This is an optimization exercise on Yosys and OpenROAD, whose aim is small area, a short achievable clock period and few clock cycles per item, not a production implementation. RTL that was checked went through simulation tests only; none was proved equivalent to the original. No activity file was given, so power comes from the tool's default toggle rates.

==> module signed_int32_divider, before the edit <==
module signed_int32_divider (
    input  logic        i_clk,
    input  logic        i_rst_n,
    input  logic        i_req_valid,
    output logic        o_req_ready,
    input  logic [31:0] i_req_numerator,
    input  logic [31:0] i_req_denominator,
    output logic        o_rsp_valid,
    input  logic        i_rsp_ready,
    output logic [31:0] o_rsp_quotient,
    output logic [1:0]  o_rsp_status
);
    localparam logic [1:0] ST_OK   = 2'd0;
    localparam logic [1:0] ST_OVF  = 2'd1;
    localparam logic [1:0] ST_DIV0 = 2'd2;
    logic        r_idle;    
    logic        r_setup;   
    logic        r_iter;    
    logic        r_done;    
    logic [31:0] r_rem;     
    logic [31:0] r_den;     
    logic        r_cin;     
    logic [31:0] r_quot;    
    logic        r_zero;    
    logic [4:0]  r_cnt;     
    logic        r_neg;     
    logic [1:0]  r_status;
    logic [4:0]  r_cn;      
    logic [4:0]  r_cd;      
    function automatic logic [4:0] clz32(input logic [31:0] x);
        logic [15:0] z1;
        logic [15:0] c1;
        logic [7:0]  z2;
        logic [15:0] c2;
        logic [3:0]  z3;
        logic [11:0] c3;
        logic [1:0]  z4;
        logic [7:0]  c4;
        for (int i = 0; i < 16; i++) begin
            z1[i] = ~(x[2*i+1] | x[2*i]);
            c1[i] = ~x[2*i+1];
        end
        for (int i = 0; i < 8; i++) begin
            z2[i]        = z1[2*i+1] & z1[2*i];
            c2[2*i +: 2] = z1[2*i+1] ? {1'b1, c1[2*i]} : {1'b0, c1[2*i+1]};
        end
        for (int i = 0; i < 4; i++) begin
            z3[i]        = z2[2*i+1] & z2[2*i];
            c3[3*i +: 3] = z2[2*i+1] ? {1'b1, c2[4*i +: 2]} : {1'b0, c2[4*i+2 +: 2]};
        end
        for (int i = 0; i < 2; i++) begin
            z4[i]        = z3[2*i+1] & z3[2*i];
            c4[4*i +: 4] = z3[2*i+1] ? {1'b1, c3[6*i +: 3]} : {1'b0, c3[6*i+3 +: 3]};
        end
        if (z4[1]) clz32 = z4[0] ? 5'd0 : {1'b1, c4[3:0]};
        else       clz32 = {1'b0, c4[7:4]};
    endfunction
    logic        take;
    logic        nneg;
    logic        dneg;
    logic [31:0] n_abs;
    logic [31:0] d_sub;     
    logic        s_div0;
    logic        s_ovf;
    assign take   = r_idle & i_req_valid;
    assign nneg   = i_req_numerator[31];
    assign dneg   = i_req_denominator[31];
    assign n_abs  = nneg ? (~i_req_numerator + 32'd1) : i_req_numerator;
    assign d_sub  = i_req_denominator ^ {32{~dneg}};
    assign s_div0 = (i_req_denominator == 32'd0);
    assign s_ovf  = (i_req_numerator == 32'h8000_0000) & (i_req_denominator == 32'hFFFF_FFFF);
    logic [4:0]  k;
    logic [31:0] d_al;
    logic [32:0] sum;
    logic        ge;
    logic        last;
    assign k = r_cd - r_cn;
    always_comb begin
        d_al = r_den;
        for (int s = 0; s < 5; s++) begin
            if (k[s]) d_al = (d_al << (1 << s)) | ({32{r_cin}} >> (32 - (1 << s)));
        end
    end
    always_comb begin
        logic [32:0] g;
        logic [32:0] p;
        logic [32:0] gg;
        logic [32:0] pp;
        g[0] = r_cin;
        p[0] = 1'b0;
        for (int i = 0; i < 32; i++) begin
            g[i+1] = r_rem[i] & r_den[i];
            p[i+1] = r_rem[i] ^ r_den[i];
        end
        gg = g;
        pp = p;
        for (int s = 0; s < 6; s++) begin
            for (int i = 0; i < 33; i++) begin
                if ((i >> s) & 1) begin
                    gg[i] = gg[i] | (pp[i] & gg[((i >> s) << s) - 1]);
                    pp[i] = pp[i] & pp[((i >> s) << s) - 1];
                end
            end
        end
        for (int i = 0; i < 32; i++) sum[i] = p[i+1] ^ gg[i];
        sum[32] = gg[32];
    end
    assign ge    = sum[32];
    assign last = (r_cnt == 5'd0);
    always_ff @(posedge i_clk) begin
        if (!i_rst_n) begin
            r_idle  <= 1'b1;
            r_setup <= 1'b0;
            r_iter  <= 1'b0;
            r_done  <= 1'b0;
        end else begin
            if (take) begin
                r_idle  <= 1'b0;
                r_setup <= 1'b1;
            end
            if (r_setup) begin
                r_setup <= 1'b0;
                if (ge & ~(r_cin & &k) & (r_status == ST_OK)) r_iter <= 1'b1;
                else                                          r_done <= 1'b1;
            end
            if (r_iter & last) begin
                r_iter <= 1'b0;
                r_done <= 1'b1;
            end
            if (r_done & i_rsp_ready) begin
                r_done <= 1'b0;
                r_idle <= 1'b1;
            end
        end
    end
    always_ff @(posedge i_clk) begin
        if (r_idle) begin
            r_cin    <= ~dneg;
            r_neg    <= nneg ^ dneg;
            r_status <= s_div0 ? ST_DIV0 : (s_ovf ? ST_OVF : ST_OK);
        end
    end
    always_ff @(posedge i_clk) begin
        if (r_idle) begin
            r_rem <= n_abs;
        end else if ((r_iter | (r_setup & r_neg)) & ge) begin
            r_rem <= sum[31:0];
        end
    end
    always_ff @(posedge i_clk) begin
        if (r_idle) begin
            r_quot <= {nneg ^ dneg, {31{(nneg ^ dneg) | s_ovf}}};
        end else if (r_iter) begin
            r_quot <= {r_quot[30:0], ge ^ r_neg};
        end
    end
    always_ff @(posedge i_clk) begin
        if (r_setup) r_zero <= ~ge | (r_status == ST_DIV0);
    end
    always_ff @(posedge i_clk) begin
        if (r_idle)       r_den <= d_sub;
        else if (r_setup) r_den <= d_al;
        else              r_den <= {1'b1, r_den[31:1]};
        if (r_setup) r_cnt <= k;
        else         r_cnt <= r_cnt - 5'd1;
        r_cn <= clz32(i_req_numerator ^ {32{nneg}});
        r_cd <= clz32(~d_sub);
    end
    assign o_req_ready    = r_idle;
    assign o_rsp_valid    = r_done;
    assign o_rsp_quotient = r_quot & {32{~r_zero}};
    assign o_rsp_status   = r_status;
endmodule
export LEC_CHECK = 0
export CAP_MARGIN = 20
export CORE_MARGIN = 2
export CORE_UTILIZATION = 55
export SETUP_SLACK_MARGIN = 1.3
export SLEW_MARGIN = 20
create_clock -name core_clock -period 4.4 [get_ports {i_clk}]
standard.sh (not shown) runs the stock make flow with config.mk's settings and CLKGATE_MAP_FILE= SYNTH_SCRIPT=/design/flow/synth_recipe.tcl, a recipe that flattens the netlist after the stock synthesis.
==> flow/flow/run.sh <==
#!/bin/bash
# The standard layout (standard.sh, all ORFS steps), except that the
# port buffers are plain sky130_fd_sc_hd__buf_1 cells instead of the
# flow's default choice. make's output goes to standard.log; ORFS keeps
# each step's log under orfs/logs/.
set -o pipefail
export BUFFER_PORTS_ARGS="-buffer_cell sky130_fd_sc_hd__buf_1"
bash standard.sh > standard.log 2>&1
Change:
--- a/flow/design.v
+++ b/flow/design.v
@@ -25,8 +25,9 @@
     logic [4:0]  r_cnt;     
     logic        r_neg;     
     logic [1:0]  r_status;
     logic [4:0]  r_cn;      
+    logic        r_pn;      
     logic [4:0]  r_cd;      
     function automatic logic [4:0] clz32(input logic [31:0] x);
         logic [15:0] z1;
         logic [15:0] c1;
@@ -54,8 +55,11 @@
         end
         if (z4[1]) clz32 = z4[0] ? 5'd0 : {1'b1, c4[3:0]};
         else       clz32 = {1'b0, c4[7:4]};
     endfunction
+    function automatic logic negpow2(input logic [31:0] x);
+        negpow2 = x[31] & ~|(~x[31:1] & x[30:0]);
+    endfunction
     logic        take;
     logic        nneg;
     logic        dneg;
     logic [31:0] n_abs;
@@ -73,39 +77,18 @@
     logic [31:0] d_al;
     logic [32:0] sum;
     logic        ge;
     logic        last;
-    assign k = r_cd - r_cn;
+    assign k = r_cd - r_cn + {4'd0, r_pn};
     always_comb begin
         d_al = r_den;
         for (int s = 0; s < 5; s++) begin
             if (k[s]) d_al = (d_al << (1 << s)) | ({32{r_cin}} >> (32 - (1 << s)));
         end
     end
-    always_comb begin
-        logic [32:0] g;
-        logic [32:0] p;
-        logic [32:0] gg;
-        logic [32:0] pp;
-        g[0] = r_cin;
-        p[0] = 1'b0;
-        for (int i = 0; i < 32; i++) begin
-            g[i+1] = r_rem[i] & r_den[i];
-            p[i+1] = r_rem[i] ^ r_den[i];
-        end
-        gg = g;
-        pp = p;
-        for (int s = 0; s < 6; s++) begin
-            for (int i = 0; i < 33; i++) begin
-                if ((i >> s) & 1) begin
-                    gg[i] = gg[i] | (pp[i] & gg[((i >> s) << s) - 1]);
-                    pp[i] = pp[i] & pp[((i >> s) << s) - 1];
-                end
-            end
-        end
-        for (int i = 0; i < 32; i++) sum[i] = p[i+1] ^ gg[i];
-        sum[32] = gg[32];
-    end
+    logic [33:0] sum_x;
+    assign sum_x = {1'b0, r_rem, 1'b1} + {1'b0, r_den, r_cin};
+    assign sum   = sum_x[33:1];
     assign ge    = sum[32];
     assign last = (r_cnt == 5'd0);
     always_ff @(posedge i_clk) begin
         if (!i_rst_n) begin
@@ -114,15 +97,16 @@
             r_iter  <= 1'b0;
             r_done  <= 1'b0;
         end else begin
             if (take) begin
-                r_idle  <= 1'b0;
-                r_setup <= 1'b1;
+                r_idle <= 1'b0;
+                if (s_div0 | s_ovf) r_done  <= 1'b1;
+                else                r_setup <= 1'b1;
             end
             if (r_setup) begin
                 r_setup <= 1'b0;
-                if (ge & ~(r_cin & &k) & (r_status == ST_OK)) r_iter <= 1'b1;
-                else                                          r_done <= 1'b1;
+                if (ge) r_iter <= 1'b1;
+                else    r_done <= 1'b1;
             end
             if (r_iter & last) begin
                 r_iter <= 1'b0;
                 r_done <= 1'b1;
@@ -154,17 +138,19 @@
             r_quot <= {r_quot[30:0], ge ^ r_neg};
         end
     end
     always_ff @(posedge i_clk) begin
-        if (r_setup) r_zero <= ~ge | (r_status == ST_DIV0);
+        if (r_idle)       r_zero <= s_div0;
+        else if (r_setup) r_zero <= ~ge;
     end
     always_ff @(posedge i_clk) begin
         if (r_idle)       r_den <= d_sub;
         else if (r_setup) r_den <= d_al;
         else              r_den <= {1'b1, r_den[31:1]};
         if (r_setup) r_cnt <= k;
         else         r_cnt <= r_cnt - 5'd1;
         r_cn <= clz32(i_req_numerator ^ {32{nneg}});
+        r_pn <= negpow2(i_req_numerator);
         r_cd <= clz32(~d_sub);
     end
     assign o_req_ready    = r_idle;
     assign o_rsp_valid    = r_done;
Result:
- The new run produced a clean layout
- die area increases by 7.6%
- via count increases by 11%
- synthesized area increases by 7.8%
- hold slack gains 22 ps
- total power increases by 19%
- cell count increases by 9.5%
- first-iteration DRC count increases by 1.9%
Testbench counts after the change, summed over its fixed seeds: cycles 20,933, items 2,400.
No functional check of the RTL was part of the first run of this note.

---

Q:
Another version of the RTL of signed_int32_divider (not shown whole).
For scale: roughly 1400 cells after synthesis, about 110 flip-flops, about 11000 µm² of cells after synthesis.
==> module signed_int32_divider, before the edit <==
module signed_int32_divider (
    input  logic        i_clk,
    input  logic        i_rst_n,
    input  logic        i_req_valid,
    output logic        o_req_ready,
    input  logic [31:0] i_req_numerator,
    input  logic [31:0] i_req_denominator,
    output logic        o_rsp_valid,
    input  logic        i_rsp_ready,
    output logic [31:0] o_rsp_quotient,
    output logic [1:0]  o_rsp_status
);
    localparam logic [1:0] ST_OK   = 2'd0;
    localparam logic [1:0] ST_OVF  = 2'd1;
    localparam logic [1:0] ST_DIV0 = 2'd2;
    logic        r_idle;    
    logic        r_setup;   
    logic        r_iter;    
    logic        r_done;    
    logic [31:0] r_rem;     
    logic [31:0] r_den;     
    logic        r_cin;     
    logic [31:0] r_quot;    
    logic        r_zero;    
    logic [4:0]  r_cnt;     
    logic        r_neg;     
    logic [1:0]  r_status;
    logic        r_pn;      
    function automatic logic [4:0] clz32(input logic [31:0] x);
        logic [15:0] z1;
        logic [15:0] c1;
        logic [7:0]  z2;
        logic [15:0] c2;
        logic [3:0]  z3;
        logic [11:0] c3;
        logic [1:0]  z4;
        logic [7:0]  c4;
        for (int i = 0; i < 16; i++) begin
            z1[i] = ~(x[2*i+1] | x[2*i]);
            c1[i] = ~x[2*i+1];
        end
        for (int i = 0; i < 8; i++) begin
            z2[i]        = z1[2*i+1] & z1[2*i];
            c2[2*i +: 2] = z1[2*i+1] ? {1'b1, c1[2*i]} : {1'b0, c1[2*i+1]};
        end
        for (int i = 0; i < 4; i++) begin
            z3[i]        = z2[2*i+1] & z2[2*i];
            c3[3*i +: 3] = z2[2*i+1] ? {1'b1, c2[4*i +: 2]} : {1'b0, c2[4*i+2 +: 2]};
        end
        for (int i = 0; i < 2; i++) begin
            z4[i]        = z3[2*i+1] & z3[2*i];
            c4[4*i +: 4] = z3[2*i+1] ? {1'b1, c3[6*i +: 3]} : {1'b0, c3[6*i+3 +: 3]};
        end
        if (z4[1]) clz32 = z4[0] ? 5'd0 : {1'b1, c4[3:0]};
        else       clz32 = {1'b0, c4[7:4]};
    endfunction
    function automatic logic negpow2(input logic [31:0] x);
        negpow2 = x[31] & ~|(~x[31:1] & x[30:0]);
    endfunction
    logic        take;
    logic        nneg;
    logic        dneg;
    logic [31:0] n_abs;
    logic [31:0] d_sub;     
    logic        s_div0;
    logic        s_ovf;
    assign take   = r_idle & i_req_valid;
    assign nneg   = i_req_numerator[31];
    assign dneg   = i_req_denominator[31];
    assign n_abs  = nneg ? (~i_req_numerator + 32'd1) : i_req_numerator;
    assign d_sub  = i_req_denominator ^ {32{~dneg}};
    assign s_div0 = (i_req_denominator == 32'd0);
    assign s_ovf  = (i_req_numerator == 32'h8000_0000) & (i_req_denominator == 32'hFFFF_FFFF);
    logic [4:0]  k;
    logic [31:0] d_al;
    logic [32:0] sum;
    logic        ge;
    logic        last;
    assign k = r_cnt + {4'd0, r_pn};
    always_comb begin
        d_al = r_den;
        for (int s = 0; s < 5; s++) begin
            if (k[s]) d_al = (d_al << (1 << s)) | ({32{r_cin}} >> (32 - (1 << s)));
        end
    end
    logic [33:0] sum_x;
    assign sum_x = {1'b0, r_rem, 1'b1} + {1'b0, r_den, r_cin};
    assign sum   = sum_x[33:1];
    assign ge    = sum[32];
    assign last = (r_cnt == 5'd0);
    always_ff @(posedge i_clk) begin
        if (!i_rst_n) begin
            r_idle  <= 1'b1;
            r_setup <= 1'b0;
            r_iter  <= 1'b0;
            r_done  <= 1'b0;
        end else begin
            if (take) begin
                r_idle <= 1'b0;
                if (s_div0 | s_ovf) r_done  <= 1'b1;
                else                r_setup <= 1'b1;
            end
            if (r_setup) begin
                r_setup <= 1'b0;
                if (ge) r_iter <= 1'b1;
                else    r_done <= 1'b1;
            end
            if (r_iter & last) begin
                r_iter <= 1'b0;
                r_done <= 1'b1;
            end
            if (r_done & i_rsp_ready) begin
                r_done <= 1'b0;
                r_idle <= 1'b1;
            end
        end
    end
    always_ff @(posedge i_clk) begin
        if (r_idle) begin
            r_cin    <= ~dneg;
            r_neg    <= nneg ^ dneg;
            r_status <= s_div0 ? ST_DIV0 : (s_ovf ? ST_OVF : ST_OK);
        end
    end
    always_ff @(posedge i_clk) begin
        if (r_idle) begin
            r_rem <= n_abs;
        end else if ((r_iter | (r_setup & r_neg)) & ge) begin
            r_rem <= sum[31:0];
        end
    end
    always_ff @(posedge i_clk) begin
        if (r_idle) begin
            r_quot <= {nneg ^ dneg, {31{(nneg ^ dneg) | s_ovf}}};
        end else if (r_iter) begin
            r_quot <= {r_quot[30:0], ge ^ r_neg};
        end
    end
    always_ff @(posedge i_clk) begin
        if (r_idle)       r_zero <= s_div0;
        else if (r_setup) r_zero <= ~ge;
    end
    always_ff @(posedge i_clk) begin
        if (r_idle)       r_den <= d_sub;
        else if (r_setup) r_den <= d_al;
        else              r_den <= {1'b1, r_den[31:1]};
        if (r_idle)       r_cnt <= clz32(~d_sub) - clz32(i_req_numerator ^ {32{nneg}});
        else if (r_setup) r_cnt <= k;
        else              r_cnt <= r_cnt - 5'd1;
        r_pn <= negpow2(i_req_numerator);
    end
    assign o_req_ready    = r_idle;
    assign o_rsp_valid    = r_done;
    assign o_rsp_quotient = r_quot & {32{~r_zero}};
    assign o_rsp_status   = r_status;
endmodule
Settings: LEC_CHECK=0, CAP_MARGIN=20, CORE_MARGIN=2, CORE_UTILIZATION=40, SETUP_SLACK_MARGIN=1.3, SLEW_MARGIN=20; clock period 4.4 ns.
Scripts as last shown in full above: flow/flow/run.sh
The inputs of P differ from those of Q as listed below.
==> flow/design.v <==
module signed_int32_divider (
    input  logic        i_clk,
    input  logic        i_rst_n,
    input  logic        i_req_valid,
    output logic        o_req_ready,
    input  logic [31:0] i_req_numerator,
    input  logic [31:0] i_req_denominator,
    output logic        o_rsp_valid,
    input  logic        i_rsp_ready,
    output logic [31:0] o_rsp_quotient,
    output logic [1:0]  o_rsp_status
);
    localparam logic [1:0] ST_OK   = 2'd0;
    localparam logic [1:0] ST_OVF  = 2'd1;
    localparam logic [1:0] ST_DIV0 = 2'd2;
    logic        r_idle;    
    logic        r_setup;   
    logic        r_iter;    
    logic        r_done;    
    logic [31:0] r_rem;     
    logic [31:0] r_den;     
    logic        r_cin;     
    logic [31:0] r_quot;    
    logic        r_zero;    
    logic [4:0]  r_cnt;     
    logic        r_neg;     
    logic [1:0]  r_status;
    logic [4:0]  r_cn;      
    logic        r_pn;      
    logic [4:0]  r_cd;      
    function automatic logic [5:0] clz32(input logic [31:0] x);
        logic [15:0] z1;
        logic [15:0] c1;
        logic [7:0]  z2;
        logic [15:0] c2;
        logic [3:0]  z3;
        logic [11:0] c3;
        logic [1:0]  z4;
        logic [7:0]  c4;
        for (int i = 0; i < 16; i++) begin
            z1[i] = ~(x[2*i+1] | x[2*i]);
            c1[i] = ~x[2*i+1];
        end
        for (int i = 0; i < 8; i++) begin
            z2[i]        = z1[2*i+1] & z1[2*i];
            c2[2*i +: 2] = z1[2*i+1] ? {1'b1, c1[2*i]} : {1'b0, c1[2*i+1]};
        end
        for (int i = 0; i < 4; i++) begin
            z3[i]        = z2[2*i+1] & z2[2*i];
            c3[3*i +: 3] = z2[2*i+1] ? {1'b1, c2[4*i +: 2]} : {1'b0, c2[4*i+2 +: 2]};
        end
        for (int i = 0; i < 2; i++) begin
            z4[i]        = z3[2*i+1] & z3[2*i];
            c4[4*i +: 4] = z3[2*i+1] ? {1'b1, c3[6*i +: 3]} : {1'b0, c3[6*i+3 +: 3]};
        end
        if (z4[1]) clz32 = z4[0] ? 6'd32 : {2'b01, c4[3:0]};
        else       clz32 = {2'b00, c4[7:4]};
    endfunction
    function automatic logic gt4(input logic [3:0] x, input logic [3:0] z);
        logic [3:0] g;
        logic [3:0] e;
        g   = x & ~z;
        e   = ~(x ^ z);
        gt4 = (g[3] | (e[3] & g[2])) | ((e[3] & e[2]) & (g[1] | (e[1] & g[0])));
    endfunction
    function automatic logic negpow2(input logic [31:0] x);
        negpow2 = x[31] & ~|(~x[31:1] & x[30:0]);
    endfunction
    logic        take;
    logic        nneg;
    logic        dneg;
    logic [31:0] n_abs;
    logic [31:0] d_sub;     
    logic        s_div0;
    logic        s_ovf;
    logic [5:0]  cn;
    logic [5:0]  cd;
    logic        pn;
    logic        k_neg;
    assign take   = r_idle & i_req_valid;
    assign nneg   = i_req_numerator[31];
    assign dneg   = i_req_denominator[31];
    assign n_abs  = nneg ? (~i_req_numerator + 32'd1) : i_req_numerator;
    assign d_sub  = i_req_denominator ^ {32{~dneg}};
    assign s_div0 = (i_req_denominator == 32'd0);
    assign s_ovf  = (i_req_numerator == 32'h8000_0000) & (i_req_denominator == 32'hFFFF_FFFF);
    assign cn     = clz32(i_req_numerator ^ {32{nneg}});
    assign cd     = clz32(~d_sub);
    assign pn     = negpow2(i_req_numerator);
    assign k_neg  = gt4(cn[5:2], cd[5:2]) & ~pn;
    logic [4:0]  k;
    logic [31:0] d_al;
    logic [32:0] sum;
    logic        ge;
    logic        last;
    assign k = r_cd - r_cn + {4'd0, r_pn};
    always_comb begin
        d_al = r_den;
        for (int s = 0; s < 5; s++) begin
            if (k[s]) d_al = (d_al << (1 << s)) | ({32{r_cin}} >> (32 - (1 << s)));
        end
    end
    logic [33:0] sum_x;
    assign sum_x = {1'b0, r_rem, 1'b1} + {1'b0, r_den, r_cin};
    assign sum   = sum_x[33:1];
    assign ge    = sum[32];
    assign last = (r_cnt == 5'd0);
    always_ff @(posedge i_clk) begin
        if (!i_rst_n) begin
            r_idle  <= 1'b1;
            r_setup <= 1'b0;
            r_iter  <= 1'b0;
            r_done  <= 1'b0;
        end else begin
            if (take) begin
                r_idle <= 1'b0;
                if (s_div0 | s_ovf | k_neg) r_done  <= 1'b1;
                else                        r_setup <= 1'b1;
            end
            if (r_setup) begin
                r_setup <= 1'b0;
                if (ge) r_iter <= 1'b1;
                else    r_done <= 1'b1;
            end
            if (r_iter & last) begin
                r_iter <= 1'b0;
                r_done <= 1'b1;
            end
            if (r_done & i_rsp_ready) begin
                r_done <= 1'b0;
                r_idle <= 1'b1;
            end
        end
    end
    always_ff @(posedge i_clk) begin
        if (r_idle) begin
            r_cin    <= ~dneg;
            r_neg    <= nneg ^ dneg;
            r_status <= s_div0 ? ST_DIV0 : (s_ovf ? ST_OVF : ST_OK);
        end
    end
    always_ff @(posedge i_clk) begin
        if (r_idle) begin
            r_rem <= n_abs;
        end else if ((r_iter | (r_setup & r_neg)) & ge) begin
            r_rem <= sum[31:0];
        end
    end
    always_ff @(posedge i_clk) begin
        if (r_idle) begin
            r_quot <= {nneg ^ dneg, {31{(nneg ^ dneg) | s_ovf}}};
        end else if (r_iter) begin
            r_quot <= {r_quot[30:0], ge ^ r_neg};
        end
    end
    always_ff @(posedge i_clk) begin
        if (r_idle)       r_zero <= s_div0 | k_neg;
        else if (r_setup) r_zero <= ~ge;
    end
    always_ff @(posedge i_clk) begin
        if (r_idle)       r_den <= d_sub;
        else if (r_setup) r_den <= d_al;
        else              r_den <= {1'b1, r_den[31:1]};
        if (r_setup) r_cnt <= k;
        else         r_cnt <= r_cnt - 5'd1;
        r_cn <= cn[4:0];
        r_pn <= pn;
        r_cd <= cd[4:0];
    end
    assign o_req_ready    = r_idle;
    assign o_rsp_valid    = r_done;
    assign o_rsp_quotient = r_quot & {32{~r_zero}};
    assign o_rsp_status   = r_status;
endmodule
Findings:
- P against Q: number of tap cells inserted rose by 6; combined area of all synthesized cells rose by 260 µm²; maximum ir drop on the vdd rail rose by 29 µV; routed metal-1 wirelength stayed essentially flat.
- [compare] base=Q new=P: portion of the layout cell area used by non-clock buffers picked up an extra 2.2 points, x dimension of the die rose by about 1.2%.
- Going from Q to P, routing usage on met2 increased by 0.43 points relative to the old numbers, die area increased by 2.5% relative to the old numbers, number of gates resized after CTS decreased by about 7% relative to the old numbers, final area increased by about 10% relative to the old numbers.
Function was not checked in any run of this note: the RTL went through the layout flow alone.

-- port drivers added, routing unchanged --
In the flow no input, the clock included, has a driving cell. The finished layouts below were timed again as built, in two steps. Step 1 (the two cells are an assumption about what drives the block):
set clk [get_ports {i_clk}]
set_driving_cell -lib_cell sky130_fd_sc_hd__clkbuf_16 $clk
set_driving_cell -lib_cell sky130_fd_sc_hd__buf_2 [delete_from_list [all_inputs] $clk]
Step 2 moves the port delays by t, midway between the first and last clock arrival at a register: inputs arrive t later, outputs are due t later. That takes back most of the time a late clock gives input paths. Three values: ideal ports, drivers, drivers and shift; two values: the first two.
run	t (ns)	setup WS [ns]	worst setup path at the end	slew at the worst register clock pin (ns)	worst data-port slew with drivers (ns)
the first run of note 1	0.477	1.169 / 1.169 / 0.809	input to register	0.06 / 0.06	0.05
the second run of note 1	0.475	1.329 / 1.350 / 0.883	input to register	0.07 / 0.07	0.05
Q	0.406	0.972 / 0.987 / 0.581	input to register	0.08 / 0.08	0.06
P	0.474	1.103 / 1.114 / 0.640	input to register	0.07 / 0.07	0.05
After both steps every run listed still meets setup and hold. For P, which loses most, drivers alone change the setup slack by +0.011 ns; drivers and shift together by -0.463 ns.
